This is an optimization exercise on Yosys and OpenROAD, whose aim is small area, a short achievable clock period and few clock cycles per item, not a production implementation. Where RTL was checked, it was by simulation tests only, not by an equivalence proof against the original. Only the layout flow was run in runs 3 to 6; the RTL was not checked for function there. Power figures rest on the tool's default switching activity, not on a simulated workload.

--- config.mk ---
export PLATFORM = sky130hd
export DESIGN_NAME = mul_top
export DESIGN_NICKNAME = mul_top
export VERILOG_FILES = /design/flow/design.v
export SDC_FILE = /design/flow/constraint.sdc
export NUM_CORES = 4
export LEC_CHECK = 0
export ABC_CLOCK_PERIOD_IN_PS = 2500
export CAP_MARGIN = 20
export CORE_MARGIN = 2
export CORE_UTILIZATION = 40
export SETUP_SLACK_MARGIN = 2.2
export SLEW_MARGIN = 20
--- constraint.sdc ---
create_clock -name core_clock -period 5.0 [get_ports {clk}]
set_input_delay 1.0000 -clock core_clock [delete_from_list [all_inputs] [get_ports {clk}]]
set_output_delay 1.0000 -clock core_clock [all_outputs]
set_load 0.01 [all_outputs]
--- design.v ---
`timescale 1ns/1ps
`default_nettype none
module mul_top
(
  input  wire                          clk,
  input  wire                          rst_n,
  input  wire [5-1:0]    awaddr,
  input  wire                          awvalid,
  output logic                         awready,
  input  wire [31:0]                   wdata,
  input  wire                          wvalid,
  output logic                         wready,
  output logic                         bvalid,
  output logic [1:0]           bresp,
  input  wire                          bready,
  input  wire [5-1:0]    araddr,
  input  wire                          arvalid,
  output logic                         arready,
  output logic                         rvalid,
  output logic [31:0]                  rdata,
  output logic [1:0]           rresp,
  input  wire                          rready
);
  logic [31:0] x;           
  logic        xv;          
  logic [31:0] y;           
  logic [32:0] s;           
  logic [32:0] c;           
  logic        cin;         
  logic [31:0] p_lo;        
  logic        pv;          
  logic [3:0]  dq;          
  logic        running;     
  logic [2:0]  cnt;         
  logic        done;        
  logic [31:0] count;
  logic        bv;
  logic        berr;
  logic        rpend;
  logic        rerr;
  logic        sel_x, sel_y, sel_ctrl, sel_lo, sel_hi, sel_cnt;
  logic wr_en;
  logic wr_hit;
  logic start;
  logic x_we;
  logic y_we;
  assign awready = ~running & ~bv;
  assign wready  = awready;
  assign wr_en   = awready & awvalid & wvalid;
  always_comb
  begin
    case (awaddr)
      5'h00,
      5'h04,
      5'h08,
      5'h0C,
      5'h10,
      5'h14: wr_hit = 1'b1;
      default:        wr_hit = 1'b0;
    endcase
  end
  assign x_we  = wr_en & (awaddr == 5'h00);
  assign y_we  = wr_en & (awaddr == 5'h04);
  assign start = wr_en & (awaddr == 5'h08) & wdata[0];
  assign bvalid = bv;
  assign bresp  = {berr, 1'b0};
  always_ff @(posedge clk or negedge rst_n)
  begin
    if (!rst_n)
    begin
      bv <= 1'b0;
      xv <= 1'b0;
      y  <= '0;
    end
    else
    begin
      if (wr_en)
        bv <= 1'b1;
      else if (bready)
        bv <= 1'b0;
      if (x_we)
        xv <= 1'b1;
      if (y_we)
        y <= wdata;
    end
  end
  always_ff @(posedge clk)
  begin
    if (wr_en)
      berr <= ~wr_hit;
    if (x_we)
      x <= wdata;
  end
  logic rd_en;
  logic near_end;
  assign near_end = (cnt == 3'd6) | (cnt == 3'd7) | (cnt == 3'd0);
  assign arready  = ~rpend & (~running | near_end);
  assign rd_en    = arready & arvalid;
  assign rvalid   = rpend & (sel_ctrl | ~running);
  assign rresp    = {rerr, 1'b0};
  always_ff @(posedge clk or negedge rst_n)
  begin
    if (!rst_n)
      rpend <= 1'b0;
    else if (rd_en)
      rpend <= 1'b1;
    else if (rvalid & rready)
      rpend <= 1'b0;
  end
  always_ff @(posedge clk)
  begin
    if (rd_en)
    begin
      sel_x    <= (araddr == 5'h00) & xv;
      sel_y    <= (araddr == 5'h04);
      sel_ctrl <= (araddr == 5'h08);
      sel_lo   <= (araddr == 5'h0C) & pv;
      sel_hi   <= (araddr == 5'h10) & pv;
      sel_cnt  <= (araddr == 5'h14);
      rerr     <= ~((araddr == 5'h00) | (araddr == 5'h04) |
                    (araddr == 5'h08) | (araddr == 5'h0C) |
                    (araddr == 5'h10) | (araddr == 5'h14));
    end
  end
  assign rdata = ({32{sel_x}}   & x)
               | ({32{sel_y}}   & y)
               | ({32{sel_lo}}  & p_lo)
               | ({32{sel_hi}}  & s[31:0])
               | ({32{sel_cnt}} & count)
               | {30'd0, sel_ctrl & done, 1'b0};
  function automatic logic [36:0] maj3(input logic [36:0] a, input logic [36:0] b,
                                       input logic [36:0] d);
    maj3 = (a & b) | (a & d) | (b & d);
  endfunction
  logic        step;        
  logic        fin;         
  logic [32:0] s_in;
  logic [36:0] r0, r1, r2, r3, r4, r5;
  logic [36:0] a1, b1, a2, b2, a3, b3, a4, b4;
  logic [4:0]  low;
  logic [32:0] hi_sum;
  assign step = start | (running & (cnt != 3'd0));
  assign fin  = running & (cnt == 3'd0);
  assign s_in = s & {33{running}};
  always_comb
  begin
    r0 = {5'd0, y & {32{dq[0]}}};
    r1 = {4'd0, y & {32{dq[1]}}, 1'd0};
    r2 = {3'd0, y & {32{dq[2]}}, 2'd0};
    r3 = {2'd0, y & {32{dq[3]}}, 3'd0};
    r4 = {4'd0, s_in};
    r5 = {4'd0, c};
    a1 = r0 ^ r1 ^ r2;
    b1 = maj3(r0, r1, r2) << 1;
    a2 = r3 ^ r4 ^ r5;
    b2 = maj3(r3, r4, r5) << 1;
    a3 = a1 ^ b1 ^ a2;
    b3 = maj3(a1, b1, a2) << 1;
    a4 = a3 ^ b3 ^ b2;
    b4 = maj3(a3, b3, b2) << 1;
    low    = {1'b0, a4[3:0]} + {1'b0, b4[3:0]} + {4'd0, cin};
    hi_sum = s + c + {32'd0, cin};
  end
  always_ff @(posedge clk or negedge rst_n)
  begin
    if (!rst_n)
    begin
      running <= 1'b0;
      cnt     <= 3'd0;
      pv      <= 1'b0;
      done    <= 1'b0;
      dq      <= 4'd0;
      count   <= '0;
    end
    else
    begin
      if (start)
      begin
        running <= 1'b1;
        pv      <= 1'b1;
        done    <= 1'b1;
      end
      else if (fin)
        running <= 1'b0;
      if (step)
        cnt <= cnt + 3'd1;
      if (x_we)
        dq <= wdata[3:0];
      else if (step)
        dq <= x[4*(cnt+3'd1) +: 4] & {4{xv}};
      if (fin)
        count <= count + 32'd1;
      if (rvalid & rready & sel_ctrl)
        done <= 1'b0;
    end
  end
  always_ff @(posedge clk)
  begin
    c   <= step ? b4[36:4] : 33'd0;
    cin <= step & low[4];
    if (step)
    begin
      s    <= a4[36:4];
      p_lo <= {low[3:0], p_lo[31:4]};
    end
    else if (fin)
      s    <= {1'b0, hi_sum[31:0]};
  end
endmodule
`default_nettype wire
--- run.sh ---
#!/bin/bash
# synth_recipe.tcl (not shown) runs the flow's synth.tcl, then flattens the netlist and writes it again
# the make line also repeats each setting of config.mk as NAME=value (left out here)
make -C /OpenROAD-flow-scripts/flow DESIGN_CONFIG=/design/flow/config.mk WORK_HOME=/design/flow/orfs CLKGATE_MAP_FILE= SYNTH_SCRIPT=/design/flow/synth_recipe.tcl finish
==> results of run 1 <==
-- power by group through the flow --
stage                     clock network [mW]  logic, mW  registers (mW)
after global routing                    2.08       1.90            2.17
final                                   1.99       1.77            2.16
after CTS                               2.01       1.51            2.14
after global placement                     0       1.13            2.27
after floorplan                            0      0.771            2.07
after detailed placement                   0       1.14            2.27
-- worst reg2reg max path, cell delays in order, from the launching register on --
cell     delay [ps]
dfrtp_4         550
nand2_2          90
fa_1            440
fa_1            520
inv_1            60
fa_1            500
ha_4            320
a31oi_2          90
xnor2_1         140
-- layout by cell type, fill, tap and decap left out, types with 9 or more instances in the layout --
| cell | synthesis | routed |
|---|---|---|
| nor2_1 | 37 | 36 |
| xnor2_1 | 33 | 33 |
| buf_12 | 0 | 17 |
| dfxtp_1 | 33 | 33 |
| inv_2 | 1 | 9 |
| and2_1 | 49 | 48 |
| a21oi_1 | 35 | 28 |
| nand2_1 | 270 | 222 |
| edfxtp_1 | 104 | 104 |
| fa_1 | 125 | 118 |
| a222oi_1 | 31 | 31 |
| clkbuf_16 | 0 | 34 |
| and3_1 | 12 | 10 |
| nand2_2 | 1 | 31 |
| buf_4 | 8 | 32 |
| o21ai_0 | 47 | 27 |
| o21ai_1 | 2 | 20 |
| nand3_1 | 24 | 23 |
| inv_1 | 141 | 132 |
| mux2_2 | 32 | 32 |
| buf_6 | 2 | 31 |
| nand2_4 | 0 | 18 |
| nand4_1 | 9 | 9 |
| xor2_1 | 25 | 24 |
| ha_1 | 48 | 41 |
| nor3_1 | 12 | 11 |
| dfrtp_1 | 77 | 69 |
| a22oi_1 | 34 | 32 |
| clkdlybuf4s50_1 | 0 | 48 |
| buf_2 | 5 | 26 |
-- path summary, 6_finish.rpt --
kind	startpoint	end	slack (ps)	cells after the start
min in group asynchronous	rst_n	pv$_DFFE_PN0P_	510	1
hold reg to reg	p_lo[19]$_DFFE_PN_	p_lo[15]$_DFFE_PN_	460	0
setup / recovery	sel_x$_DFFE_PP_	rdata[15]	1980	6
setup reg to reg	dq[0]$_DFFE_PN0P_	p_lo[31]$_DFFE_PN_	2040	8
max in group asynchronous	rst_n	y[16]$_DFFE_PN0P_	3550	2
hold / removal	p_lo[19]$_DFFE_PN_	p_lo[15]$_DFFE_PN_	460	0
-- metal layers --
metal	part of all wire (%)	up-vias
met5	0.026	-
met4	3.1	2
met3	6.9	75
met2	48	436
met1	42	5723
li1	-	4990
-- registers in the layout, summed over array words and instances (netlist names), 3 cells and up --
signal  count
c          32
cnt         3
count      32
dq          4
p_lo       32
s          32
x          32
y          32
-- kinds of logic (layout without fill, tap and decap cells) --
logic type / Yosys count / in the layout / synth area share [%]
DFF: 214 / 214 / 39.8
adders and majority gates: 173 / 173 / 21.6
xor gates and xnor gates: 58 / 58 / 3.54
muxes: 43 / 43 / 3.63
AOI/OAI and AO/OA: 225 / 225 / 11.0
and+or+nand+nor: 455 / 456 / 14.6
buffers and inverters: 207 / 368 / 5.78
other: 1 / 2 / 0.0262
-- repair_timing --
action	4_1_cts	5_1_grt
cloned	7	6
setup buffers	39	23
pin swaps	117	137
resized for setup	254	150
endpoints found under the setup margin	216	132
endpoints found under the hold margin	0	0
-- area by class of cell --
| cell class | count | area share (%) |
|---|---|---|
| Clock inverter | 13 | 0.739 |
| Sequential cell | 214 | 31.6 |
| Tap cell | 461 | 3.18 |
| Inverter | 142 | 3.09 |
| Multi-Input combinational cell | 957 | 46.4 |
| Timing Repair inverter | 2 | 0.124 |
| Timing Repair Buffer | 176 | 10.6 |
| Clock buffer | 35 | 4.23 |
-- per-stage QoR --
stage	power, mW	std cells
6_report	5.91	2000
5_1_grt	6.15	2000
4_1_cts	5.66	1971
3_5_place_dp	3.41	1877
3_3_place_gp	3.40	1877
2_1_floorplan	2.84	1377
==> run summary, run 1 <==
----------------------------------------------------
[Setup path]
  Worst path top cell family by delay ... buffers and inverters
  Worst Path Buf+Inv ... 4
  Largest stage delay, worst path ... ~430 ps
  CP max stage cell ... edfxtp_1
  Nature of the critical path endpoint ... output pin
  Data required time at the worst endpoint ... roughly 4000 ps
  Largest driver fanout on the critical path ... 16
  Critical Path, Cell by Cell ... buf_6, buf_12, buf_4, a222oi_1, nand2_1, buf_2
  CP startpoint kind ... flop
  Classification of the worst setup path ... flop to output pin
  Data arrival, critical path ... between 2000 and 2500 ps

[Global route]
  Wire length of the first global-routing pass ... around 69 mm
  Most used routing layer in global routing ... met2
  GR Util met1 ... around 32%
  Overall track demand over capacity in global routing ... between 20% and 30%
  Met3 routing resource usage after global routing ... roughly 3.6%
  Global routing usage on met2 ... between 30% and 40%
  Number of global-route vias before repair ... 11700
  Pin count of the biggest net entering global routing ... 49
  GR Overflow Total ... 0
  Number of antenna violations at the first check in global routing ... 1

[Cells and area]
  Final Cell Area ... about 18000 sq um
  Final antenna diode count ... 0
  Fraction of layout instances using a drive strength above 1 ... 21.6%
  Area grow syn2layout ... 26.4%
  Net count, final ... roughly 1700
  End-of-flow core utilization ... 51.2%
  Fillers ... 3139
  Sequential cell area ... about 5700 sq um
  Area occupied by multi-input gates ... between 8000 and 9000 sq um

[Drt]
  Remaining design rule violation count ... 0
  1st-iter DRT viols ... ~1200
  Total via count after detailed routing ... approximately 11000
  Final routed wire length divided by cell count ... between 20 and 25 um
  DR vias/cell ... roughly 5.6
  Length of the first detailed-routing pass in iterations ... 7
  Number of routed nets with antenna violations ... 0
  Total length of routed wires ... roughly 45 mm

[Worst hold path]
  Hold/Removal Path Class ... flop to flop

[Floorplanning]
  Core ar. ... approximately 35000 sq um
  Std-Cell Rows ... 69
  Horizontal die dimension ... 193 um
  Area of the die ... 37400 sq um
  Initial Utilization ... between 40% and 50%
  I/O pin cnt ... 90
  DIE HEIGHT ... between 150 and 200 um

[Clock tree]
  Inserted Clock Buffers ... 26
  Max Root-Sink Buffers ... 3
  Clock-pin slew on the worst setup and hold paths ... 70 ps
  Clock tree from TritonCTS ... built
  Number of buffers inserted for hold repair after clock tree synthesis ... 0
  Clock root buffer master ... clkbuf_16
  Clock H-tree levels ... 1
  Num Clock Sinks ... 214
  Clock latency on the worst-skew pair ... between 500 and 600 ps

[STA]
  Final-report max-slew violation count ... 0
  Share of the clock period used by the worst path ... a little over 60%
  Final setup margin ... between 1500 and 2000 ps
  Worst rel slew slack ... approximately 53%
  Final hold violation count ... 0
  Unrepaired setup endpoints after global routing ... yes
  Sum Neg Setup Slack ... 0 ps
  Clock period minus worst slack ... slightly above 3000 ps
  Setup violations, final ... 0
  Worst hold slack ... roughly 460 ps
  Setup clock skew after layout ... approximately 21 ps
  Peak clock frequency supported by timing ... between 300 and 400 MHz
  Actual transition at the worst max-transition pin ... 709 ps

[Synthesis]
  Cell count after synthesis ... 1376
  Sequential cell area fraction in the yosys report ... approximately two fifths
  Most frequently used cell type in the post-synthesis netlist ... nand2_1
  Post-synthesis cell type with the largest combined area ... edfxtp_1
  Yosys cell types ... 73
  Flops & latches, synth ... between 200 and 250
  Synth Area per Inst ... 10.4 sq um
  Area of the mapped netlist ... 14300 sq um
  Post-synthesis async set-or-reset flop share ... between 30% and 40%
  Number of warning messages in the yosys log ... 1
  Most numerous cell types in the synthesized netlist ... nand2_1, inv_1, fa_1
  Portion of synthesized cell area occupied by the leading cell type ... between 20% and 30%
  Primary flip-flop cell chosen by synthesis mapping ... edfxtp_1
  Leading cell types by total area after synthesis ... edfxtp_1, fa_1, dfrtp_1
  Number of enable flip-flop cells after synthesis ... between 100 and 150

[Power]
  Leakage component of the power ... 7.60 nW
  Worst ir drop on vdd ... about 0.19 mV
  Internal cell power ... approximately 4.0 mW
  Switch Pwr ... 1.96 mW
  Flop pwr share ... approximately 36%
  Combinational share of power ... between 30% and 40%
  Net switching fraction of the power ... 33.1%
  Clock group share of total power ... about a third
  Pwr dens ... between 300 and 400 nW/um^2

[Place]
  Final HPWL from detailed placement ... slightly above 30 mm
  Post-placement cell area ... 15700 sq um
  Post-placement worst setup slack ... 1080 ps
  Number of buffers added on ports ... slightly below 90
  Weighted congestion reported at the end of routability-driven placement ... around 0.9

[Run]
  MaxCap Viol Count ... 0

[Outcome]
  Run status ... finished clean

----------------------------------------------------
Testbench counts, summed over its fixed seeds: cycles 51,200, ops 3,200.
==> run 2: changes to the inputs <==
--- a/config.mk
+++ b/config.mk
@@ -5,9 +5,7 @@
 export SDC_FILE = /design/flow/constraint.sdc
 export NUM_CORES = 4
 export LEC_CHECK = 0
-export ABC_CLOCK_PERIOD_IN_PS = 2500
 export CAP_MARGIN = 20
 export CORE_MARGIN = 2
 export CORE_UTILIZATION = 40
-export SETUP_SLACK_MARGIN = 2.2
 export SLEW_MARGIN = 20
==> run 2 against run 1 <==
  * Core utilization down 4.6 points
  * Die area is the same
  * Non-clock buffer count fell by 71
  * Clock power down 5%
  * Highest routed layer is now met4
  * Worst hold slack got worse by 49 ps
  * Register-to-register slack lost 620 ps
  * Clock-buffer cell count decreased by 2
  * Clock skew barely moved
  * Routed wire length down 9.5%
==> run summary, run 2 <==
----------------------------------------------------
[Outcome]
  Run status ... finished clean

[Synthesis]
  Yosys cell types ... 73
  Most numerous cell types in the synthesized netlist ... nand2_1, inv_1, fa_1
  Leading cell types by total area after synthesis ... edfxtp_1, fa_1, dfrtp_1
  Cell count after synthesis ... ~1400
  Number of warning messages in the yosys log ... 1
  Synth Area per Inst ... roughly 10 sq um
  Number of enable flip-flop cells after synthesis ... between 100 and 150
  Sequential cell area fraction in the yosys report ... 39.8%
  Most frequently used cell type in the post-synthesis netlist ... nand2_1
  Area of the mapped netlist ... between 10000 and 15000 sq um
  Post-synthesis async set-or-reset flop share ... a little over a third
  Flops & latches, synth ... around 210
  Post-synthesis cell type with the largest combined area ... edfxtp_1
  Portion of synthesized cell area occupied by the leading cell type ... between 20% and 30%
  Primary flip-flop cell chosen by synthesis mapping ... edfxtp_1

[Drt]
  1st-iter DRT viols ... between 900 and 1000
  Final routed wire length divided by cell count ... approximately 21 um
  Number of routed nets with antenna violations ... 0
  DR vias/cell ... about 5.5
  Total length of routed wires ... about 41 mm
  Remaining design rule violation count ... 0
  Length of the first detailed-routing pass in iterations ... 7
  Total via count after detailed routing ... around 11000

[Global route]
  GR Overflow Total ... 0
  Number of global-route vias before repair ... roughly 11000
  Pin count of the biggest net entering global routing ... between 60 and 70
  Wire length of the first global-routing pass ... 64.7 mm
  Number of antenna violations at the first check in global routing ... 0
  Overall track demand over capacity in global routing ... 22.2%

[Cells and area]
  Most frequent cells in the layout ... nand2_1, inv_1, fa_1
  Net count, final ... 1665
  Final antenna diode count ... 0
  Area grow syn2layout ... 15.0%
  Leading cell type in the layout, fill and taps excluded ... nand2_1
  Fraction of layout instances using a drive strength above 1 ... 6.98%

[Clock tree]
  Max Root-Sink Buffers ... 3
  Setup Fix Bufs, Post-CTS ... 0
  Clock tree from TritonCTS ... built
  Clock-pin slew on the worst setup and hold paths ... 60 ps
  Total of cells resized after clock tree synthesis ... 0
  Clock root buffer master ... clkbuf_16
  Clock latency on the worst-skew pair ... 540 ps
  Number of buffers inserted for hold repair after clock tree synthesis ... 0
  Num Clock Sinks ... ~210
  Clock H-tree levels ... 1
  Inserted Clock Buffers ... 24

[STA]
  Sum Neg Setup Slack ... 0 ps
  Share of the clock period used by the worst path ... roughly three quarters
  Final-report max-slew violation count ... 0
  Clock period minus worst slack ... roughly 3700 ps
  Actual transition at the worst max-transition pin ... 983 ps
  Peak clock frequency supported by timing ... about 270 MHz
  Worst rel slew slack ... 34.3%
  Setup violations, final ... 0
  Setup clock skew after layout ... between 20 and 25 ps
  Unrepaired setup endpoints after global routing ... no
  Final hold violation count ... 0

[Setup path]
  CP startpoint kind ... flop
  Worst reg2reg startpoint ... dq[3]$_DFFE_PN0P_
  Capture instance of the worst register-to-register path ... p_lo[31]$_DFFE_PN_
  Nature of the critical path endpoint ... output pin
  First element of the critical path ... sel_hi$_DFFE_PP_
  Data arrival, critical path ... between 2000 and 3000 ps
  Reg-to-reg setup timing slack ... between 1000 and 1500 ps
  Largest driver fanout on the critical path ... 19
  Classification of the worst setup path ... flop to output pin
  Logic depth of the worst register-to-register path ... 8
  Data required time at the worst endpoint ... around 4000 ps

[Place]
  Number of buffers added on ports ... between 80 and 90
  Final HPWL from detailed placement ... roughly 30 mm
  Weighted congestion reported at the end of routability-driven placement ... 0.887

[Power]
  Worst ir drop on vdd ... between 0.3 and 0.4 mV
  Pwr dens ... 320 nW/um^2
  Leakage component of the power ... 6.75 nW
  PnR Total Power ... 5.28 mW

[Run]
  MaxCap Viol Count ... 0

[Floorplanning]
  Area of the die ... roughly 37000 sq um
  Core ar. ... ~35000 sq um
  Horizontal die dimension ... around 190 um
  Initial Utilization ... approximately 41%
  I/O pin cnt ... 90
  Std-Cell Rows ... 69
  DIE HEIGHT ... 193 um

[Worst hold path]
  Hold/Removal Path Class ... input pin to asynchronous set/reset pin

----------------------------------------------------
==> run 2: metal layers <==
| layer | vias to the layer above | GRT usage (%) | wire, um |
|---|---|---|---|
| met5 | - | 0 | 0 |
| met4 | 0 | 5.80 | 955 |
| met3 | 56 | 3.10 | 2840 |
| met2 | 411 | 37.6 | 20000 |
| met1 | 5324 | 30.0 | 17300 |
| li1 | 4826 | - | - |
==> run 2: worst max-delay path, stage by stage, from the launching register on <==
cell and delay [ps]:
edfxtp_1 860, buf_4 410, a222oi_1 160, nand2_1 180
clkdlybuf4s50_1 570
==> run 2: cell families after synthesis <==
logic type	share of synthesized area, %
AOI/OAI and AO/OA	11.0
xor gates and xnor gates	3.54
adders and majority gates	21.6
buffers and inverters	5.78
DFF	39.8
muxes	3.63
other	0.0262
and+or+nand+nor	14.6
==> run 2: final cells by class <==
class | instances | area [sq um]
fillers | 3307 | 18900
multi-input cells | 956 | 7820
flip-flops and latches | 214 | 5710
repair buffers | 105 | 1020
clock buffers | 33 | 677
well taps | 461 | 577
inverters | 142 | 536
clock inverters | 11 | 156
==> run 2: worst max-delay path by stage <==
stage | slack [ps] | endpoint
after floorplan | 1460 | dq[1]$_DFFE_PN0P_
after global placement | 1120 | s[6]$_DFFE_PP_
after detailed placement | 1080 | s[3]$_DFFE_PP_
after CTS | 1270 | rdata[11]
after global routing | 1210 | arready
final | 1270 | rdata[11]
==> run 2: report_power, final <==
group / internal (mW) / leakage, nW / switching [mW]
logic: 0.494 / 4.10 / 0.665
clock network: 1.15 / 0.398 / 0.753
registers: 1.95 / 2.25 / 0.266
total: 3.60 / 6.75 / 1.68
==> run 2: stage by stage <==
step	setup slack (ps)	cells	hold slack (ps)	instance area [sq um]	utilization, %
global placement	1120	1878	435	15700	44.2
finish	1270	1922	414	16500	46.6
detailed placement	1080	1878	434	15700	44.2
floorplan	1460	1377	427	14300	-
global route	1210	1922	446	16500	46.6
CTS	1270	1922	428	16500	46.6
==> run 3: changes to the inputs <==
--- a/design.v
+++ b/design.v
@@ -29,7 +29,8 @@
   logic        cin;         
   logic [31:0] p_lo;        
   logic        pv;          
-  logic [3:0]  dq;          
+  logic [2:0]  da, db;      
+  logic [33:0] y3;          
   logic        running;     
   logic [2:0]  cnt;         
   logic        done;        
@@ -135,29 +136,32 @@
   logic        step;        
   logic        fin;         
   logic [32:0] s_in;
-  logic [36:0] r0, r1, r2, r3, r4, r5;
-  logic [36:0] a1, b1, a2, b2, a3, b3, a4, b4;
+  logic [36:0] r0, r1, r2, r3;
+  logic [36:0] a1, b1, a4, b4;
+  logic [3:0]  dn;          
   logic [4:0]  low;
   logic [32:0] hi_sum;
   assign step = start | (running & (cnt != 3'd0));
   assign fin  = running & (cnt == 3'd0);
   assign s_in = s & {33{running}};
+  assign dn   = x_we ? wdata[3:0] : (x[4*(cnt+3'd1) +: 4] & {4{xv}});
+  function automatic logic [2:0] onehot3(input logic [1:0] d);
+    onehot3 = {d == 2'd3, d == 2'd2, d == 2'd1};
+  endfunction
+  always_ff @(posedge clk)
+    y3 <= {1'b0, y, 1'b0} + {2'd0, y};
   always_comb
   begin
-    r0 = {5'd0, y & {32{dq[0]}}};
-    r1 = {4'd0, y & {32{dq[1]}}, 1'd0};
-    r2 = {3'd0, y & {32{dq[2]}}, 2'd0};
-    r3 = {2'd0, y & {32{dq[3]}}, 3'd0};
-    r4 = {4'd0, s_in};
-    r5 = {4'd0, c};
+    r0 = {3'd0, ({34{da[0]}} & {2'd0, y}) | ({34{da[1]}} & {1'd0, y, 1'd0})
+              | ({34{da[2]}} & y3)};
+    r1 = {1'd0, ({34{db[0]}} & {2'd0, y}) | ({34{db[1]}} & {1'd0, y, 1'd0})
+              | ({34{db[2]}} & y3), 2'd0};
+    r2 = {4'd0, s_in};
+    r3 = {4'd0, c};
     a1 = r0 ^ r1 ^ r2;
     b1 = maj3(r0, r1, r2) << 1;
-    a2 = r3 ^ r4 ^ r5;
-    b2 = maj3(r3, r4, r5) << 1;
-    a3 = a1 ^ b1 ^ a2;
-    b3 = maj3(a1, b1, a2) << 1;
-    a4 = a3 ^ b3 ^ b2;
-    b4 = maj3(a3, b3, b2) << 1;
+    a4 = a1 ^ b1 ^ r3;
+    b4 = maj3(a1, b1, r3) << 1;
     low    = {1'b0, a4[3:0]} + {1'b0, b4[3:0]} + {4'd0, cin};
     hi_sum = s + c + {32'd0, cin};
   end
@@ -169,7 +173,8 @@
       cnt     <= 3'd0;
       pv      <= 1'b0;
       done    <= 1'b0;
-      dq      <= 4'd0;
+      da      <= 3'd0;
+      db      <= 3'd0;
       count   <= '0;
     end
     else
@@ -184,12 +189,12 @@
         running <= 1'b0;
       if (step)
         cnt <= cnt + 3'd1;
-      if (x_we)
-        dq <= wdata[3:0];
-      else if (step)
-        dq <= x[4*(cnt+3'd1) +: 4] & {4{xv}};
-      if (fin)
-        count <= count + 32'd1;
+      if (x_we | step)
+      begin
+        da <= onehot3(dn[1:0]);
+        db <= onehot3(dn[3:2]);
+      end
+      count <= count + {31'd0, fin};
       if (rvalid & rready & sel_ctrl)
         done <= 1'b0;
     end
--- a/config.mk
+++ b/config.mk
@@ -5,7 +5,9 @@
 export SDC_FILE = /design/flow/constraint.sdc
 export NUM_CORES = 4
 export LEC_CHECK = 0
+export ABC_CLOCK_PERIOD_IN_PS = 2500
 export CAP_MARGIN = 20
 export CORE_MARGIN = 2
 export CORE_UTILIZATION = 40
+export SETUP_SLACK_MARGIN = 2.2
 export SLEW_MARGIN = 20
==> run 3 against run 2 <==
  * Fmax is 22% higher
  * First-iteration DRC count is 93% higher
  * Via count is 20% higher
  * Combinational power is 84% higher
  * Register-to-register slack better by 530 ps
==> run summary, run 3 <==
----------------------------------------------------
[Cells and area]
  Net count, final ... about 1800
  Most frequent cells in the layout ... nand2_1, edfxtp_1, a222oi_1
  Leading cell type in the layout, fill and taps excluded ... nand2_1
  Post-layout instance count excluding filler cells ... between 2000 and 2500
  Final antenna diode count ... 0
  Fillers ... 3380
  Flip-flop count of the largest register, all copies and words added ... 34
  Area grow syn2layout ... 26.4%
  Largest register by flop count ... y3
  Fraction of layout instances using a drive strength above 1 ... 21.4%

[Synthesis]
  Number of warning messages in the yosys log ... 1
  Most frequently used cell type in the post-synthesis netlist ... nand2_1
  Primary flip-flop cell chosen by synthesis mapping ... edfxtp_1
  Number of enable flip-flop cells after synthesis ... about 100
  Synthesized-area fraction occupied by and/or/nand/nor cells ... between 10 and 15%
  Most numerous cell types in the synthesized netlist ... nand2_1, edfxtp_1, a222oi_1
  Area of the mapped netlist ... about 15000 sq um
  Cell count after synthesis ... approximately 1400
  Sequential cell area fraction in the yosys report ... a little over two fifths
  Synth Area in Adders ... ~15%
  Leading cell types by total area after synthesis ... edfxtp_1, dfrtp_1, dfxtp_1
  Flops & latches, synth ... 250
  Synth Area per Inst ... roughly 11 sq um
  Main combinational cell family by area after synthesis ... compound AO/OA/AOI/OAI gates
  Post-synthesis cell type with the largest combined area ... edfxtp_1
  Synth Area in Compound Gates ... a little under a fifth
  Post-synthesis async set-or-reset flop share ... approximately a third
  Mux cell area share after synthesis ... 3.58%
  Portion of synthesized cell area occupied by the leading cell type ... between 20% and 30%
  Yosys cell types ... 82
  Synth Area in XOR/XNOR ... approximately 4.8%

[STA]
  Unrepaired setup endpoints after global routing ... yes
  Actual transition at the worst max-transition pin ... 629 ps
  Peak clock frequency supported by timing ... between 300 and 400 MHz
  Setup violations, final ... 0
  Worst hold slack ... about 390 ps
  Final-report max-slew violation count ... 0
  Sum Neg Setup Slack ... 0 ps
  Share of the clock period used by the worst path ... roughly 60%
  Worst rel slew slack ... about three fifths
  Final hold violation count ... 0
  Setup clock skew after layout ... around 15 ps
  Clock period minus worst slack ... ~3100 ps

[Setup path]
  Reg-to-reg setup timing slack ... 1950 ps
  Largest driver fanout on the critical path ... 6
  Classification of the worst setup path ... flop to output pin
  Largest stage delay, worst path ... just over 400 ps
  Data arrival, critical path ... about 2000 ps
  CP max stage cell ... edfxtp_1
  Critical Path, Cell by Cell ... buf_6, buf_16, a222oi_1, nand2_1, buf_2
  CP startpoint kind ... flop
  Data required time at the worst endpoint ... roughly 4000 ps
  Worst path top cell family by delay ... buffers and inverters
  Nature of the critical path endpoint ... output pin
  Worst Path Buf+Inv ... 3

[Drt]
  Length of the first detailed-routing pass in iterations ... 9
  DR vias/cell ... about 6.0
  Routed met2 length ... around 24 mm
  DR WL met3 ... ~4.4 mm
  Total via count after detailed routing ... between 10000 and 15000
  Routed length on met1 ... between 20 and 25 mm
  Final routed wire length divided by cell count ... around 24 um
  Total length of routed wires ... a little over 50 mm
  Number of routed nets with antenna violations ... 0
  Uppermost layer routed ... met5
  1st-iter DRT viols ... 1872
  Remaining design rule violation count ... 0

[Place]
  Final HPWL from detailed placement ... roughly 34 mm
  Number of buffers added on ports ... 87
  Dpl cells ... around 2000
  Weighted congestion reported at the end of routability-driven placement ... 0.914

[Clock tree]
  Clock latency on the worst-skew pair ... about 570 ps
  Number of buffers inserted for hold repair after clock tree synthesis ... 0
  Num Clock Sinks ... 250
  Clock-pin slew on the worst setup and hold paths ... around 60 ps
  Max Root-Sink Buffers ... 3
  Clock root buffer master ... clkbuf_16
  Clock tree from TritonCTS ... built
  Inserted Clock Buffers ... 29
  Clock H-tree levels ... 1

[Power]
  Worst ir drop on vdd ... between 0.2 and 0.25 mV
  Pwr dens ... around 350 nW/um^2
  Leakage component of the power ... approximately 8.4 nW
  PnR Total Power ... ~6.8 mW

[Floorplanning]
  Area of the die ... ~40000 sq um
  DIE HEIGHT ... about 200 um
  Core ar. ... between 30000 and 40000 sq um
  I/O pin cnt ... 90
  Std-Cell Rows ... 71
  Initial Utilization ... approximately two fifths
  Horizontal die dimension ... approximately 200 um

[Outcome]
  Run status ... finished clean

[Global route]
  Overall track demand over capacity in global routing ... about a quarter
  Wire length of the first global-routing pass ... between 70 and 80 mm
  GR Overflow Total ... 0
  Number of antenna violations at the first check in global routing ... 1
  Number of global-route vias before repair ... ~13000
  Pin count of the biggest net entering global routing ... 47

[Run]
  MaxCap Viol Count ... 0

[Worst hold path]
  Hold/Removal Path Class ... input pin to asynchronous set/reset pin

----------------------------------------------------
==> run 3: cell count changes in the layout (fill, tap and decap cells not counted), sizes merged, moves of 18 or more <==
cell           delta
a21o             +28
inv              -47
a21oi            +31
clkdlybuf4s50    -38
nand2           -116
ha               +33
buf             +119
xnor2            +18
dfxtp            +34
fa               -60
a222oi           +62
==> run 3: area by class of cell <==
class                   instances  area, sq um  share of cell area (%)
repair inverters                2         17.5                  0.0906
clock buffers                  48          848                    4.39
flip-flops and latches        250         6460                    33.5
clock inverters                 5         21.3                   0.110
repair buffers                195         2050                    10.6
well taps                     511          639                    3.31
inverters                      93          365                    1.89
multi-input cells            1009         8910                    46.1
==> run 3: path summary, 6_finish.rpt <==
| path | start | end | depth (start not counted) |
|---|---|---|---|
| setup / recovery | sel_hi$_DFFE_PP_ | rdata[26] | 5 |
| hold reg to reg | p_lo[16]$_DFFE_PN_ | p_lo[12]$_DFFE_PN_ | 0 |
| min in group core_clock | p_lo[16]$_DFFE_PN_ | p_lo[12]$_DFFE_PN_ | 0 |
| setup reg to reg | s[0]$_DFFE_PP_ | s[22]$_DFFE_PP_ | 10 |
| hold / removal | rst_n | pv$_DFFE_PN0P_ | 1 |
| max in group asynchronous | rst_n | da[1]$_DFFE_PN0P_ | 2 |
==> run 3: cell families (layout without fill, tap and decap cells) <==
kind of cell / after synthesis / count (layout)
AO/OA/AOI/OAI: 368 / 368
AND/OR/NAND/NOR: 365 / 365
flip-flops: 250 / 250
buffers and inverters: 173 / 343
adder cells (fa/ha/maj): 146 / 146
XOR/XNOR: 83 / 83
multiplexers: 45 / 45
other: 1 / 2
==> run 3: timing repair <==
action / 4_1_cts / 5_1_grt
setup endpoints to repair: 270 / 83
buffers inserted: 58 / 17
cloned: 12 / 1
gates resized for setup: 267 / 78
pin swaps: 89 / 68
endpoints found under the hold margin: 0 / 0
==> run 3: routing by layer <==
metal	vias up	GRT usage [%]
met5	-	0
met4	2	9.14
met3	121	4.93
met2	649	41.3
met1	6289	33.8
li1	5640	-
==> run 3: power breakdown <==
| part | internal [mW] | switching (mW) |
|---|---|---|
| sequential | 2.36 | 0.265 |
| combinational | 0.932 | 1.20 |
| clock | 1.14 | 0.867 |
==> run 3: stage by stage <==
| step | util (%) | setup WS (ps) | cell area, sq um |
|---|---|---|---|
| 2_1_floorplan | - | 2210 | 15300 |
| 3_3_place_gp | 44.3 | 955 | 16700 |
| 3_5_place_dp | 44.3 | 882 | 16700 |
| 4_1_cts | 49.8 | 1910 | 18800 |
| 5_1_grt | 51.3 | 1840 | 19300 |
| 6_report | 51.3 | 1940 | 19300 |
==> run 4: changes to the inputs <==
--- a/design.v
+++ b/design.v
@@ -32,6 +32,8 @@
   logic [2:0]  da, db;      
   logic [33:0] y3;          
   logic        running;     
+  logic        hib;         
+  logic        h16;         
   logic [2:0]  cnt;         
   logic        done;        
   logic [31:0] count;
@@ -45,7 +47,7 @@
   logic start;
   logic x_we;
   logic y_we;
-  assign awready = ~running & ~bv;
+  assign awready = ~running & ~hib & ~bv;
   assign wready  = awready;
   assign wr_en   = awready & awvalid & wvalid;
   always_comb
@@ -94,10 +96,12 @@
   end
   logic rd_en;
   logic near_end;
-  assign near_end = (cnt == 3'd6) | (cnt == 3'd7) | (cnt == 3'd0);
+  assign near_end = (cnt == 3'd5) | (cnt == 3'd6) | (cnt == 3'd7) | (cnt == 3'd0);
   assign arready  = ~rpend & (~running | near_end);
   assign rd_en    = arready & arvalid;
-  assign rvalid   = rpend & (sel_ctrl | ~running);
+  assign rvalid   = rpend & ~(sel_lo & running & (cnt != 3'd0))
+                          & ~(sel_hi & (running | hib))
+                          & ~(sel_cnt & running);
   assign rresp    = {rerr, 1'b0};
   always_ff @(posedge clk or negedge rst_n)
   begin
@@ -108,9 +112,19 @@
     else if (rvalid & rready)
       rpend <= 1'b0;
   end
-  always_ff @(posedge clk)
-  begin
-    if (rd_en)
+  always_ff @(posedge clk or negedge rst_n)
+  begin
+    if (!rst_n)
+    begin
+      sel_x    <= 1'b0;
+      sel_y    <= 1'b0;
+      sel_ctrl <= 1'b0;
+      sel_lo   <= 1'b0;
+      sel_hi   <= 1'b0;
+      sel_cnt  <= 1'b0;
+      rerr     <= 1'b0;
+    end
+    else if (rd_en)
     begin
       sel_x    <= (araddr == 5'h00) & xv;
       sel_y    <= (araddr == 5'h04);
@@ -140,7 +154,8 @@
   logic [36:0] a1, b1, a4, b4;
   logic [3:0]  dn;          
   logic [4:0]  low;
-  logic [32:0] hi_sum;
+  logic [16:0] hi_lo;       
+  logic [16:0] hi_hi;       
   assign step = start | (running & (cnt != 3'd0));
   assign fin  = running & (cnt == 3'd0);
   assign s_in = s & {33{running}};
@@ -163,13 +178,15 @@
     a4 = a1 ^ b1 ^ r3;
     b4 = maj3(a1, b1, r3) << 1;
     low    = {1'b0, a4[3:0]} + {1'b0, b4[3:0]} + {4'd0, cin};
-    hi_sum = s + c + {32'd0, cin};
+    hi_lo  = {1'b0, s[15:0]} + {1'b0, c[15:0]} + {16'd0, cin};
+    hi_hi  = s[32:16] + c[32:16] + {16'd0, h16};
   end
   always_ff @(posedge clk or negedge rst_n)
   begin
     if (!rst_n)
     begin
       running <= 1'b0;
+      hib     <= 1'b0;
       cnt     <= 3'd0;
       pv      <= 1'b0;
       done    <= 1'b0;
@@ -187,6 +204,7 @@
       end
       else if (fin)
         running <= 1'b0;
+      hib <= fin;
       if (step)
         cnt <= cnt + 3'd1;
       if (x_we | step)
@@ -201,15 +219,21 @@
   end
   always_ff @(posedge clk)
   begin
-    c   <= step ? b4[36:4] : 33'd0;
-    cin <= step & low[4];
+    c   <= step ? b4[36:4] : (c & {33{running}});
+    cin <= step ? low[4] : (cin & running);
+    h16 <= hi_lo[16];
     if (step)
     begin
       s    <= a4[36:4];
       p_lo <= {low[3:0], p_lo[31:4]};
     end
-    else if (fin)
-      s    <= {1'b0, hi_sum[31:0]};
+    else
+    begin
+      if (fin)
+        s[15:0]  <= hi_lo[15:0];
+      if (hib)
+        s[32:16] <= hi_hi;
+    end
   end
 endmodule
 `default_nettype wire
==> run 4 against run 3 <==
  * Still clean on timing, DRC and antenna
  * Design area decreased by 4.6%
  * Worst setup slack improved by 88 ps
  * Worst hold slack improved by 68 ps
  * Critical path depth decreased by 1
  * Combinational power decreased by about 20%
  * Clock-buffer cell count decreased by 11
  * Via count decreased by 4.4%
  * Synthesized cell count decreased by 1.1%
  * Area after synthesis about the same
  * Largest cell class unchanged
==> run summary, run 4 <==
----------------------------------------------------
[Drt]
  Number of routed nets with antenna violations ... 0
  Routed met2 length ... approximately 21 mm
  Routed length on met1 ... 20.6 mm
  Uppermost layer routed ... met4
  Final routed wire length divided by cell count ... between 20 and 25 um
  Total length of routed wires ... 46.9 mm
  Length of the first detailed-routing pass in iterations ... 9
  1st-iter DRT viols ... around 1500
  Remaining design rule violation count ... 0
  DR WL met3 ... 3.67 mm
  Total via count after detailed routing ... ~12000
  DR vias/cell ... between 5 and 6

[Clock tree]
  Number of buffers inserted for hold repair after clock tree synthesis ... 0
  Max Root-Sink Buffers ... 3
  Clock H-tree levels ... 1
  Clock latency on the worst-skew pair ... 550 ps
  Clock tree from TritonCTS ... built
  Inserted Clock Buffers ... 28
  Clock-pin slew on the worst setup and hold paths ... 70 ps
  Clock root buffer master ... clkbuf_16
  Num Clock Sinks ... between 200 and 300

[Global route]
  Wire length of the first global-routing pass ... between 70 and 80 mm
  GR Overflow Total ... 0
  Number of global-route vias before repair ... roughly 12000
  Overall track demand over capacity in global routing ... between 20% and 30%
  Number of antenna violations at the first check in global routing ... 0
  Pin count of the biggest net entering global routing ... 56

[Setup path]
  CP startpoint kind ... flop
  CP max stage cell ... dfrtp_4
  Largest stage delay, worst path ... around 530 ps
  Data required time at the worst endpoint ... approximately 4000 ps
  Largest driver fanout on the critical path ... 10
  Worst path top cell family by delay ... flip-flops
  Nature of the critical path endpoint ... output pin
  Data arrival, critical path ... between 1500 and 2000 ps
  Critical Path, Cell by Cell ... buf_12, a222oi_1, nand2_1, buf_2
  Worst Path Buf+Inv ... 2
  Classification of the worst setup path ... flop to output pin

[STA]
  Unrepaired setup endpoints after global routing ... yes
  Clock period minus worst slack ... around 3000 ps
  Final hold violation count ... 0
  Final-report max-slew violation count ... 0
  Peak clock frequency supported by timing ... between 300 and 400 MHz
  Actual transition at the worst max-transition pin ... slightly below 900 ps
  Worst hold slack ... about 460 ps
  Share of the clock period used by the worst path ... just under 60%
  Setup clock skew after layout ... 11.1 ps
  Setup violations, final ... 0
  Sum Neg Setup Slack ... 0 ps
  Worst rel slew slack ... between 40 and 50%
  Final setup margin ... around 2000 ps

[Synthesis]
  Post-synthesis cell type with the largest combined area ... edfxtp_1
  Post-synthesis async set-or-reset flop share ... about 34%
  Sequential cell area fraction in the yosys report ... approximately 43%
  Area of the mapped netlist ... roughly 15000 sq um
  Most numerous cell types in the synthesized netlist ... nand2_1, inv_1, edfxtp_1
  Leading cell types by total area after synthesis ... edfxtp_1, dfrtp_1, dfxtp_1
  Number of warning messages in the yosys log ... 1
  Portion of synthesized cell area occupied by the leading cell type ... slightly below 20%
  Yosys cell types ... 67
  Primary flip-flop cell chosen by synthesis mapping ... edfxtp_1
  Most frequently used cell type in the post-synthesis netlist ... nand2_1
  Number of enable flip-flop cells after synthesis ... around 100
  Synth Area per Inst ... 10.8 sq um
  Cell count after synthesis ... around 1400
  Flops & latches, synth ... roughly 250

[Floorplanning]
  Area of the die ... between 30000 and 40000 sq um
  Std-Cell Rows ... approximately 70
  Core ar. ... 37700 sq um
  Initial Utilization ... 40.6%
  Horizontal die dimension ... ~200 um
  DIE HEIGHT ... between 150 and 200 um
  I/O pin cnt ... 90

[Cells and area]
  Fillers ... 3449
  Net count, final ... 1722
  Largest register by flop count ... y3
  Registers with the most flip-flops ... y3 x34, c x33, s x33
  End-of-flow core utilization ... between 40% and 50%
  Area grow syn2layout ... 20.6%
  Flip-flop count of the largest register, all copies and words added ... 34
  Final antenna diode count ... 0
  Most frequent cells in the layout ... nand2_1, inv_1, edfxtp_1
  Fraction of layout instances using a drive strength above 1 ... 17.4%
  Leading cell type in the layout, fill and taps excluded ... nand2_1

[Place]
  Number of buffers added on ports ... slightly below 90
  Post-placement worst setup slack ... ~1200 ps
  Final HPWL from detailed placement ... ~33 mm
  Weighted congestion reported at the end of routability-driven placement ... 0.892

[Power]
  Pwr dens ... around 360 nW/um^2
  Worst ir drop on vdd ... between 0.2 and 0.3 mV
  PnR Total Power ... approximately 6.7 mW
  Leakage component of the power ... just over 8 nW

[Run]
  MaxCap Viol Count ... 0

[Outcome]
  Run status ... finished clean

[Worst hold path]
  Hold/Removal Path Class ... flop to flop

----------------------------------------------------
## run 4: path summary, 6_finish.rpt
path	end	from	slack [ps]	cells past startpoint
min in group asynchronous	count[5]$_DFF_PN0_	rst_n	490	1
worst min register to register	p_lo[17]$_DFFE_PN_	p_lo[21]$_DFFE_PN_	460	0
worst max-delay path	rdata[18]	sel_x$_DFFE_PN0P_	2030	4
worst min-delay path	p_lo[17]$_DFFE_PN_	p_lo[21]$_DFFE_PN_	460	0
worst max register to register	p_lo[31]$_DFFE_PN_	da[1]$_DFFE_PN0P_	2200	8
max in group asynchronous	sel_cnt$_DFFE_PN0P_	rst_n	3450	2
## run 4: logic make-up (layout without fill, tap and decap cells)
group | count (synthesis) | count (layout) | synth area share [%]
AOI/OAI and AO/OA | 398 | 398 | 19.5
and+or+nand+nor | 304 | 304 | 9.30
DFF | 254 | 254 | 42.5
buffers and inverters | 179 | 309 | 4.70
adders and majority gates | 149 | 149 | 15.6
xor gates and xnor gates | 90 | 90 | 5.16
muxes | 40 | 40 | 3.23
other | 1 | 2 | 0.0245
## run 4: through the flow
stage          cells  area [sq um]
6_report        2057         18400
5_1_grt         2057         18400
3_3_place_gp    1956         16700
3_5_place_dp    1956         16700
2_1_floorplan   1416         15300
4_1_cts         2045         18200
## run 4: metal layers
layer  vias up  GRT usage (%)
met5         -              0
met1      6040           33.2
met4         0           6.78
li1       5486              -
met3        71           3.09
met2       543           37.4
## run 4: layout make-up
| type | instances | area (sq um) | share of cell area [%] |
|---|---|---|---|
| Clock buffer | 37 | 787 | 4.27 |
| Multi-Input combinational cell | 983 | 8350 | 45.3 |
| Timing Repair Buffer | 155 | 1490 | 8.05 |
| Sequential cell | 254 | 6540 | 35.4 |
| Clock inverter | 15 | 234 | 1.27 |
| Inverter | 102 | 412 | 2.23 |
| Tap cell | 511 | 639 | 3.47 |
## run 4: timing repair
item,4_1_cts,5_1_grt
endpoints found under the setup margin,177,94
setup buffers,37,10
gates resized for setup,196,56
cloned,0,2
pin swaps,68,91
## run 4: report_power, final
part           total [mW]  switching, mW  internal [mW]  leakage, nW
logic                1.71          0.968          0.739         5.13
registers            2.66          0.272           2.39         2.60
clock network        2.30          0.887           1.42        0.495
==> run 5: changes to the inputs <==
--- a/design.v
+++ b/design.v
@@ -29,8 +29,7 @@
   logic        cin;         
   logic [31:0] p_lo;        
   logic        pv;          
-  logic [2:0]  da, db;      
-  logic [33:0] y3;          
+  logic [3:0]  dq;          
   logic        running;     
   logic        hib;         
   logic        h16;         
@@ -150,33 +149,30 @@
   logic        step;        
   logic        fin;         
   logic [32:0] s_in;
-  logic [36:0] r0, r1, r2, r3;
-  logic [36:0] a1, b1, a4, b4;
-  logic [3:0]  dn;          
+  logic [36:0] r0, r1, r2, r3, r4, r5;
+  logic [36:0] a1, b1, a2, b2, a3, b3, a4, b4;
   logic [4:0]  low;
   logic [16:0] hi_lo;       
   logic [16:0] hi_hi;       
   assign step = start | (running & (cnt != 3'd0));
   assign fin  = running & (cnt == 3'd0);
   assign s_in = s & {33{running}};
-  assign dn   = x_we ? wdata[3:0] : (x[4*(cnt+3'd1) +: 4] & {4{xv}});
-  function automatic logic [2:0] onehot3(input logic [1:0] d);
-    onehot3 = {d == 2'd3, d == 2'd2, d == 2'd1};
-  endfunction
-  always_ff @(posedge clk)
-    y3 <= {1'b0, y, 1'b0} + {2'd0, y};
   always_comb
   begin
-    r0 = {3'd0, ({34{da[0]}} & {2'd0, y}) | ({34{da[1]}} & {1'd0, y, 1'd0})
-              | ({34{da[2]}} & y3)};
-    r1 = {1'd0, ({34{db[0]}} & {2'd0, y}) | ({34{db[1]}} & {1'd0, y, 1'd0})
-              | ({34{db[2]}} & y3), 2'd0};
-    r2 = {4'd0, s_in};
-    r3 = {4'd0, c};
+    r0 = {5'd0, y & {32{dq[0]}}};
+    r1 = {4'd0, y & {32{dq[1]}}, 1'd0};
+    r2 = {3'd0, y & {32{dq[2]}}, 2'd0};
+    r3 = {2'd0, y & {32{dq[3]}}, 3'd0};
+    r4 = {4'd0, s_in};
+    r5 = {4'd0, c};
     a1 = r0 ^ r1 ^ r2;
     b1 = maj3(r0, r1, r2) << 1;
-    a4 = a1 ^ b1 ^ r3;
-    b4 = maj3(a1, b1, r3) << 1;
+    a2 = r3 ^ r4 ^ r5;
+    b2 = maj3(r3, r4, r5) << 1;
+    a3 = a1 ^ b1 ^ a2;
+    b3 = maj3(a1, b1, a2) << 1;
+    a4 = a3 ^ b3 ^ b2;
+    b4 = maj3(a3, b3, b2) << 1;
     low    = {1'b0, a4[3:0]} + {1'b0, b4[3:0]} + {4'd0, cin};
     hi_lo  = {1'b0, s[15:0]} + {1'b0, c[15:0]} + {16'd0, cin};
     hi_hi  = s[32:16] + c[32:16] + {16'd0, h16};
@@ -190,8 +186,7 @@
       cnt     <= 3'd0;
       pv      <= 1'b0;
       done    <= 1'b0;
-      da      <= 3'd0;
-      db      <= 3'd0;
+      dq      <= 4'd0;
       count   <= '0;
     end
     else
@@ -207,11 +202,10 @@
       hib <= fin;
       if (step)
         cnt <= cnt + 3'd1;
-      if (x_we | step)
-      begin
-        da <= onehot3(dn[1:0]);
-        db <= onehot3(dn[3:2]);
-      end
+      if (x_we)
+        dq <= wdata[3:0];
+      else if (step)
+        dq <= x[4*(cnt+3'd1) +: 4] & {4{xv}};
       count <= count + {31'd0, fin};
       if (rvalid & rready & sel_ctrl)
         done <= 1'b0;
==> run 5 against run 4 <==
  * Still clean
  * Sequential cell count shrank 36
  * Area after synthesis decreased by 5.8%
  * Global-route usage is 0.32 points lower
  * Sequential share of layout area shrank 2.4 points
  * Clock skew rose by 1.1 ps
  * Fmax up 1.6%
  * Sequential power is 18% lower
  * Worst setup slack better by 45 ps
  * Power decreased by 17%
  * Clock-buffer cell count grew 4
  * Routed wire length fell by 6.9%
  * Die area fell by 5.7%
  * Critical path type is now flop to flop
  * Critical endpoint is now p_lo[31]$_DFFE_PN_
==> run summary, run 5 <==
----------------------------------------------------
[Setup path]
  Worst path top cell family by delay ... adder cells
  Data arrival, critical path ... 3250 ps
  Reg-to-reg setup timing slack ... ~2100 ps
  Largest driver fanout on the critical path ... 7
  Logic depth of the worst register-to-register path ... 10
  Worst Path Buf+Inv ... 3
  CP max stage cell ... fa_1
  Worst reg2reg startpoint ... running$_DFFE_PN0P_
  Nature of the critical path endpoint ... flop
  Critical Path, Cell by Cell ... buf_12, and2_4, ha_4, inv_2, fa_1, fa_1, inv_2, ha_4, a31oi_1, xnor2_1
  Largest stage delay, worst path ... around 550 ps
  Data required time at the worst endpoint ... ~5300 ps
  CP startpoint kind ... flop
  Capture instance of the worst register-to-register path ... p_lo[31]$_DFFE_PN_
  Classification of the worst setup path ... flop to flop

[Power]
  Net switching fraction of the power ... 30.6%
  Worst ir drop on vdd ... between 0.2 and 0.3 mV
  Flop pwr share ... about two fifths
  Leakage component of the power ... 7.37 nW
  Switch Pwr ... approximately 1.7 mW
  Clock group share of total power ... 36.9%
  Pwr dens ... 315 nW/um^2
  Internal cell power ... between 3 and 4 mW
  Combinational share of power ... 24.0%

[Place]
  Final HPWL from detailed placement ... roughly 30 mm
  Weighted congestion reported at the end of routability-driven placement ... approximately 0.89
  Number of buffers added on ports ... 87
  Post-placement worst setup slack ... ~1400 ps
  Dpl cells ... roughly 1800

[Cells and area]
  Leading cell type in the layout, fill and taps excluded ... nand2_1
  Most frequent cells in the layout ... nand2_1, inv_1, fa_1
  Area grow syn2layout ... 22.1%
  Fillers ... around 3200
  Sequential cell area ... a little under 6000 sq um
  Net count, final ... about 1700
  Area occupied by multi-input gates ... around 8000 sq um
  Fraction of layout instances using a drive strength above 1 ... roughly a fifth
  End-of-flow core utilization ... around half
  Post-layout instance count excluding filler cells ... 1952
  Registers with the most flip-flops ... c x33, s x33
  Final antenna diode count ... 0

[Drt]
  Remaining design rule violation count ... 0
  Total length of routed wires ... 43.6 mm
  1st-iter DRT viols ... 1091
  Total via count after detailed routing ... ~11000
  DR vias/cell ... between 5 and 6
  Number of routed nets with antenna violations ... 0
  Final routed wire length divided by cell count ... 22.3 um
  Length of the first detailed-routing pass in iterations ... 6

[Synthesis]
  Leading cell types by total area after synthesis ... edfxtp_1, fa_1, dfrtp_1
  Post-synthesis async set-or-reset flop share ... between 30% and 40%
  Most numerous cell types in the synthesized netlist ... nand2_1, inv_1, fa_1
  Area of the mapped netlist ... 14400 sq um
  Portion of synthesized cell area occupied by the leading cell type ... about a fifth
  Number of warning messages in the yosys log ... 1
  Post-synthesis cell type with the largest combined area ... edfxtp_1
  Number of enable flip-flop cells after synthesis ... 98
  Primary flip-flop cell chosen by synthesis mapping ... edfxtp_1
  Sequential cell area fraction in the yosys report ... approximately two fifths
  Most frequently used cell type in the post-synthesis netlist ... nand2_1
  Yosys cell types ... 68
  Flops & latches, synth ... around 220
  Synth Area per Inst ... ~11 sq um
  Cell count after synthesis ... approximately 1300

[Clock tree]
  Number of buffers inserted for hold repair after clock tree synthesis ... 0
  Clock latency on the worst-skew pair ... ~570 ps
  Clock H-tree levels ... 1
  Clock-pin slew on the worst setup and hold paths ... 60 ps
  Clock root buffer master ... clkbuf_16
  Clock tree from TritonCTS ... built
  Max Root-Sink Buffers ... 3
  Num Clock Sinks ... ~220
  Inserted Clock Buffers ... 28

[Global route]
  Global routing usage on met2 ... between 30 and 40%
  Number of global-route vias before repair ... about 11000
  Number of antenna violations at the first check in global routing ... 0
  Pin count of the biggest net entering global routing ... 85
  Most used routing layer in global routing ... met2
  Wire length of the first global-routing pass ... about 67 mm
  GR Overflow Total ... 0
  Overall track demand over capacity in global routing ... a little under a quarter
  GR Util met1 ... 31.7%
  Met3 routing resource usage after global routing ... approximately 4.2%

[Worst hold path]
  Hold/Removal Path Class ... flop to flop
  Hold Path Depth ... 0
  Terminating pin of the worst hold path ... p_lo[15]$_DFFE_PN_
  Critical hold path startpoint ... p_lo[19]$_DFFE_PN_

[STA]
  Setup violations, final ... 0
  Unrepaired setup endpoints after global routing ... yes
  Setup clock skew after layout ... between 10 and 15 ps
  Share of the clock period used by the worst path ... about three fifths
  Actual transition at the worst max-transition pin ... a little under 900 ps
  Peak clock frequency supported by timing ... 342 MHz
  Sum Neg Setup Slack ... 0 ps
  Worst rel slew slack ... between 40 and 50%
  Final hold violation count ... 0
  Worst hold slack ... roughly 460 ps
  Final-report max-slew violation count ... 0
  Clock period minus worst slack ... around 3000 ps
  Final setup margin ... around 2100 ps

[Floorplanning]
  Initial Utilization ... 40.6%
  Horizontal die dimension ... ~190 um
  Core ar. ... 35500 sq um
  Std-Cell Rows ... ~70
  DIE HEIGHT ... a little under 200 um
  I/O pin cnt ... 90
  Area of the die ... 37500 sq um

[Outcome]
  Run status ... finished clean

[Run]
  MaxCap Viol Count ... 0

----------------------------------------------------
==> run 5: changes by cell type after synthesis, moves of 16 or more <==
cell / change
ha_1: -31
and2_1: -24
nor2_1: -17
a21oi_1: -30
dfxtp_1: -34
xnor2_1: -24
fa_1: +60
nand2_1: +114
a222oi_1: -62
inv_1: +53
o21ai_0: -16
==> run 5: per-stage QoR <==
stage                     total power, mW  area [sq um]
after floorplan                      2.75         14500
after global placement               3.14         15700
after detailed placement             3.16         15700
after CTS                            5.38         17200
after global routing                 5.76         17600
final                                5.54         17600
==> run 5: logic make-up (layout without fill, tap and decap cells) <==
family / after synthesis / count (layout) / share of synthesized area (%)
muxes: 49 / 49 / 4.09
adders and majority gates: 178 / 178 / 22.2
other: 1 / 2 / 0.0261
xor gates and xnor gates: 55 / 55 / 3.35
and+or+nand+nor: 381 / 381 / 11.8
DFF: 218 / 218 / 40.1
AOI/OAI and AO/OA: 240 / 240 / 12.3
buffers and inverters: 225 / 368 / 6.15
==> run 5: power by group through the flow <==
stage | Clock (mW) | Combinational [mW] | Sequential [mW]
2_1_floorplan | 0 | 0.665 | 2.09
3_3_place_gp | 0 | 0.865 | 2.28
3_5_place_dp | 0 | 0.878 | 2.28
4_1_cts | 2.08 | 1.16 | 2.15
5_1_grt | 2.14 | 1.44 | 2.18
6_report | 2.04 | 1.33 | 2.17
==> run 5: routing by layer <==
metal,up-vias,wire length (um)
li1,4883,-
met1,5570,18200
met2,443,20800
met3,76,3390
met4,0,1230
met5,-,0
==> run 5: worst max path at each step <==
stage               slack (ps)                 from  cells past startpoint                 end
floorplan                 2160    dq[2]$_DFFE_PN0P_                      8  p_lo[31]$_DFFE_PN_
global placement          1450            awaddr[3]                      7      s[7]$_DFFE_PP_
detailed placement        1400            awaddr[3]                      7      s[6]$_DFFE_PP_
CTS                       2030  sel_cnt$_DFFE_PN0P_                      4           rdata[13]
global route              2000  sel_cnt$_DFFE_PN0P_                      6              rvalid
finish                    2080  running$_DFFE_PN0P_                     10  p_lo[31]$_DFFE_PN_
==> run 5: repair_timing <==
item | 4_1_cts | 5_1_grt
endpoints found under the setup margin | 186 | 114
gates resized for setup | 180 | 112
pin swaps | 71 | 117
cloned | 2 | 3
buffers inserted | 33 | 19
==> run 5: final cells by class <==
| cell class | count | share of cell area (%) |
|---|---|---|
| Multi-Input combinational cell | 905 | 45.7 |
| Clock buffer | 41 | 4.50 |
| Sequential cell | 218 | 33.1 |
| Clock inverter | 11 | 0.726 |
| Inverter | 155 | 3.38 |
| Timing Repair Buffer | 161 | 9.37 |
| Tap cell | 461 | 3.28 |
==> run 6: changes to the inputs <==
--- a/config.mk
+++ b/config.mk
@@ -9,5 +9,6 @@
 export CAP_MARGIN = 20
 export CORE_MARGIN = 2
 export CORE_UTILIZATION = 40
+export CTS_BUF_LIST = sky130_fd_sc_hd__clkbuf_4 sky130_fd_sc_hd__clkbuf_8
 export SETUP_SLACK_MARGIN = 2.2
 export SLEW_MARGIN = 20
==> run 6 against run 5 <==
  * Still clean on timing, DRC and antenna
  * Global-route usage rose by 0.49 points
  * Critical path depth is the same
  * Combinational power is 5% higher
  * Critical path type unchanged
==> run summary, run 6 <==
----------------------------------------------------
[Clock tree]
  Number of buffers inserted for hold repair after clock tree synthesis ... 0
  Clock tree from TritonCTS ... built
  Clock H-tree levels ... 2
  Num Clock Sinks ... 218
  Max Root-Sink Buffers ... 3
  Clock-pin slew on the worst setup and hold paths ... ~60 ps
  Clock root buffer master ... clkbuf_8
  Inserted Clock Buffers ... 41
  Clock latency on the worst-skew pair ... 580 ps

[Synthesis]
  Synth Area per Inst ... ~11 sq um
  Portion of synthesized cell area occupied by the leading cell type ... between 20% and 30%
  Area of the mapped netlist ... around 14000 sq um
  Post-synthesis async set-or-reset flop share ... between 30 and 40%
  Cell count after synthesis ... ~1300
  Most numerous cell types in the synthesized netlist ... nand2_1, inv_1, fa_1
  Most frequently used cell type in the post-synthesis netlist ... nand2_1
  Number of warning messages in the yosys log ... 1
  Post-synthesis cell type with the largest combined area ... edfxtp_1
  Flops & latches, synth ... between 200 and 250
  Leading cell types by total area after synthesis ... edfxtp_1, fa_1, dfrtp_1
  Number of enable flip-flop cells after synthesis ... slightly below 100
  Yosys cell types ... just under 70
  Sequential cell area fraction in the yosys report ... 40.1%
  Primary flip-flop cell chosen by synthesis mapping ... edfxtp_1

[Floorplanning]
  I/O pin cnt ... 90
  DIE HEIGHT ... 194 um
  Area of the die ... 37500 sq um
  Std-Cell Rows ... roughly 70
  Initial Utilization ... approximately two fifths
  Horizontal die dimension ... just under 200 um
  Core ar. ... around 35000 sq um

[Drt]
  DR vias/cell ... 5.64
  Number of routed nets with antenna violations ... 0
  Final routed wire length divided by cell count ... about 23 um
  Length of the first detailed-routing pass in iterations ... 6
  Remaining design rule violation count ... 0
  Total via count after detailed routing ... roughly 11000
  Total length of routed wires ... roughly 45 mm
  1st-iter DRT viols ... about 1100

[Place]
  Final HPWL from detailed placement ... 29.5 mm
  Number of buffers added on ports ... between 80 and 90
  Dpl cells ... about 1800
  Weighted congestion reported at the end of routability-driven placement ... a little under 0.9

[STA]
  Unrepaired setup endpoints after global routing ... yes
  Share of the clock period used by the worst path ... slightly below 60%
  Worst rel slew slack ... 41.8%
  Peak clock frequency supported by timing ... 336 MHz
  Clock period minus worst slack ... between 2000 and 3000 ps
  Final hold violation count ... 0
  Setup clock skew after layout ... 24.5 ps
  Sum Neg Setup Slack ... 0 ps
  Setup violations, final ... 0
  Actual transition at the worst max-transition pin ... 873 ps
  Final-report max-slew violation count ... 0

[Power]
  Worst ir drop on vdd ... around 0.22 mV
  Internal cell power ... 3.62 mW
  Leakage component of the power ... around 7.5 nW
  Net switching fraction of the power ... roughly a third
  Flop pwr share ... 40.3%
  Clock group share of total power ... between 30 and 40%
  Pwr dens ... roughly 300 nW/um^2
  Combinational share of power ... between 20% and 30%
  Switch Pwr ... around 1.8 mW

[Global route]
  Wire length of the first global-routing pass ... 67.4 mm
  Number of antenna violations at the first check in global routing ... 2
  Number of global-route vias before repair ... ~11000
  Overall track demand over capacity in global routing ... 23.6%
  GR Overflow Total ... 0
  Pin count of the biggest net entering global routing ... 85

[Setup path]
  Reg-to-reg setup timing slack ... approximately 2000 ps
  CP startpoint kind ... flop
  Data required time at the worst endpoint ... between 5000 and 6000 ps
  Worst Path Buf+Inv ... 3
  Logic depth of the worst register-to-register path ... 10
  Data arrival, critical path ... about 3300 ps
  First element of the critical path ... running$_DFFE_PN0P_
  Worst path top cell family by delay ... adder cells
  CP max stage cell ... dfrtp_4
  Largest stage delay, worst path ... around 540 ps
  Nature of the critical path endpoint ... flop
  Worst reg2reg startpoint ... running$_DFFE_PN0P_
  Capture instance of the worst register-to-register path ... p_lo[31]$_DFFE_PN_
  Largest driver fanout on the critical path ... 4
  Critical Path, Cell by Cell ... clkbuf_16, and2_4, ha_4, inv_2, fa_1, fa_1, inv_2, ha_4, a31oi_4, xnor2_1
  Classification of the worst setup path ... flop to flop

[Cells and area]
  Area grow syn2layout ... 23.6%
  Registers with the most flip-flops ... c x33, s x33
  Fraction of layout instances using a drive strength above 1 ... 23.8%
  Fillers ... 3158
  End-of-flow core utilization ... around half
  Most frequent cells in the layout ... nand2_1, inv_1, fa_1
  Net count, final ... 1716
  Sequential cell area ... slightly below 6000 sq um
  Post-layout instance count excluding filler cells ... around 2000
  Leading cell type in the layout, fill and taps excluded ... nand2_1
  Area occupied by multi-input gates ... ~8200 sq um

[Worst hold path]
  Terminating pin of the worst hold path ... p_lo[15]$_DFFE_PN_
  Hold/Removal Path Class ... flop to flop
  Critical hold path startpoint ... p_lo[19]$_DFFE_PN_
  Hold Path Depth ... 0

[Outcome]
  Run status ... finished clean

[Run]
  MaxCap Viol Count ... 0

----------------------------------------------------
## run 6: through the flow
stage	hold WS (ps)	total power, mW	setup WS [ps]	cell area [sq um]
after global placement	444	3.14	1450	15700
after global routing	485	5.61	1970	17800
after floorplan	427	2.75	2160	14500
after CTS	468	5.19	2000	17200
after detailed placement	447	3.16	1400	15700
final	473	5.38	2030	17800
## run 6: power by group through the flow
stage               Sequential [mW]  Combinational (mW)  Clock [mW]
global placement               2.28               0.865           0
finish                         2.17                1.39        1.83
detailed placement             2.28               0.878           0
CTS                            2.14                1.19        1.86
global route                   2.18                1.50        1.94
floorplan                      2.09               0.665           0
## run 6: cell families (layout without fill, tap and decap cells)
logic type	Yosys count	in the layout	share of synthesized area, %
AND/OR/NAND/NOR	381	381	11.8
AO/OA/AOI/OAI	240	240	12.3
buffers and inverters	225	397	6.15
flip-flops	218	218	40.1
adder cells (fa/ha/maj)	178	178	22.2
XOR/XNOR	55	55	3.35
multiplexers	49	49	4.09
other	1	3	0.0261
## run 6: layout make-up
class / count / share of cell area (%)
antenna: 1 / 0.0141
clock buffer: 61 / 4.19
clock inverter: 13 / 0.520
inverter: 155 / 3.31
multi-input combinational: 905 / 46.1
sequential: 218 / 32.6
tap: 461 / 3.24
timing repair buffer: 168 / 9.95
## run 6: what timing repair did
action                     4_1_cts  5_1_grt
setup endpoints to repair      186       88
gates resized for setup        210      141
buffers inserted                34       21
pin swaps                      113      114
gates cloned                     4        4
## run 6: worst max-delay path by stage
stage                                    end  slack [ps]  cells after the start
after floorplan           p_lo[31]$_DFFE_PN_        2160                      8
after CTS                          rdata[23]        2000                      4
after global routing             cin$_DFF_P_        1970                     11
after global placement        s[7]$_DFFE_PP_        1450                      7
after detailed placement      s[6]$_DFFE_PP_        1400                      7
final                     p_lo[31]$_DFFE_PN_        2030                     10
## run 6: per-layer routing
layer / up-vias / part of all wire, % / GRT usage, %
met5: - / 0.016 / 0
met4: 2 / 4.8 / 12.1
met3: 123 / 8.8 / 5.76
met2: 501 / 46 / 36.2
met1: 5621 / 40 / 31.1
li1: 4936 / - / -

## afterwards: timing with drivers on the ports
How much do the figures lean on ideal ports? The routed layouts below were timed once more, with nothing changed but the port constraints.
Step 1 assumes that a clkbuf_16 drives the clock port and a buf_2 every other input.
Step 2 also shifts input and output timing later by t, the mid clock arrival at the registers, as if the neighbouring blocks saw the same clock.
Three values: ideal, step 1, step 2; two values: the first two.
| run | t (ns) | slack for setup (ns) | worst register clock-pin slew, ns |
|---|---|---|---|
| run 1 | 0.587 | 1.978 / 1.925 / 1.726 | 0.07 / 0.07 |
| run 2 | 0.588 | 1.270 / 1.215 / 1.086 | 0.07 / 0.07 |
| run 3 | 0.617 | 1.942 / 1.884 / 1.640 | 0.06 / 0.06 |
| run 4 | 0.596 | 2.030 / 1.980 / 1.729 | 0.07 / 0.07 |
| run 5 | 0.613 | 2.075 / 2.025 / 1.651 | 0.06 / 0.06 |
| run 6 | 0.617 | 2.028 / 2.005 / 1.666 | 0.06 / 0.06 |
After both steps setup and hold are still met in every run listed. For run 5, which loses most, drivers alone change the setup slack by -0.050 ns; drivers and shift together by -0.424 ns.
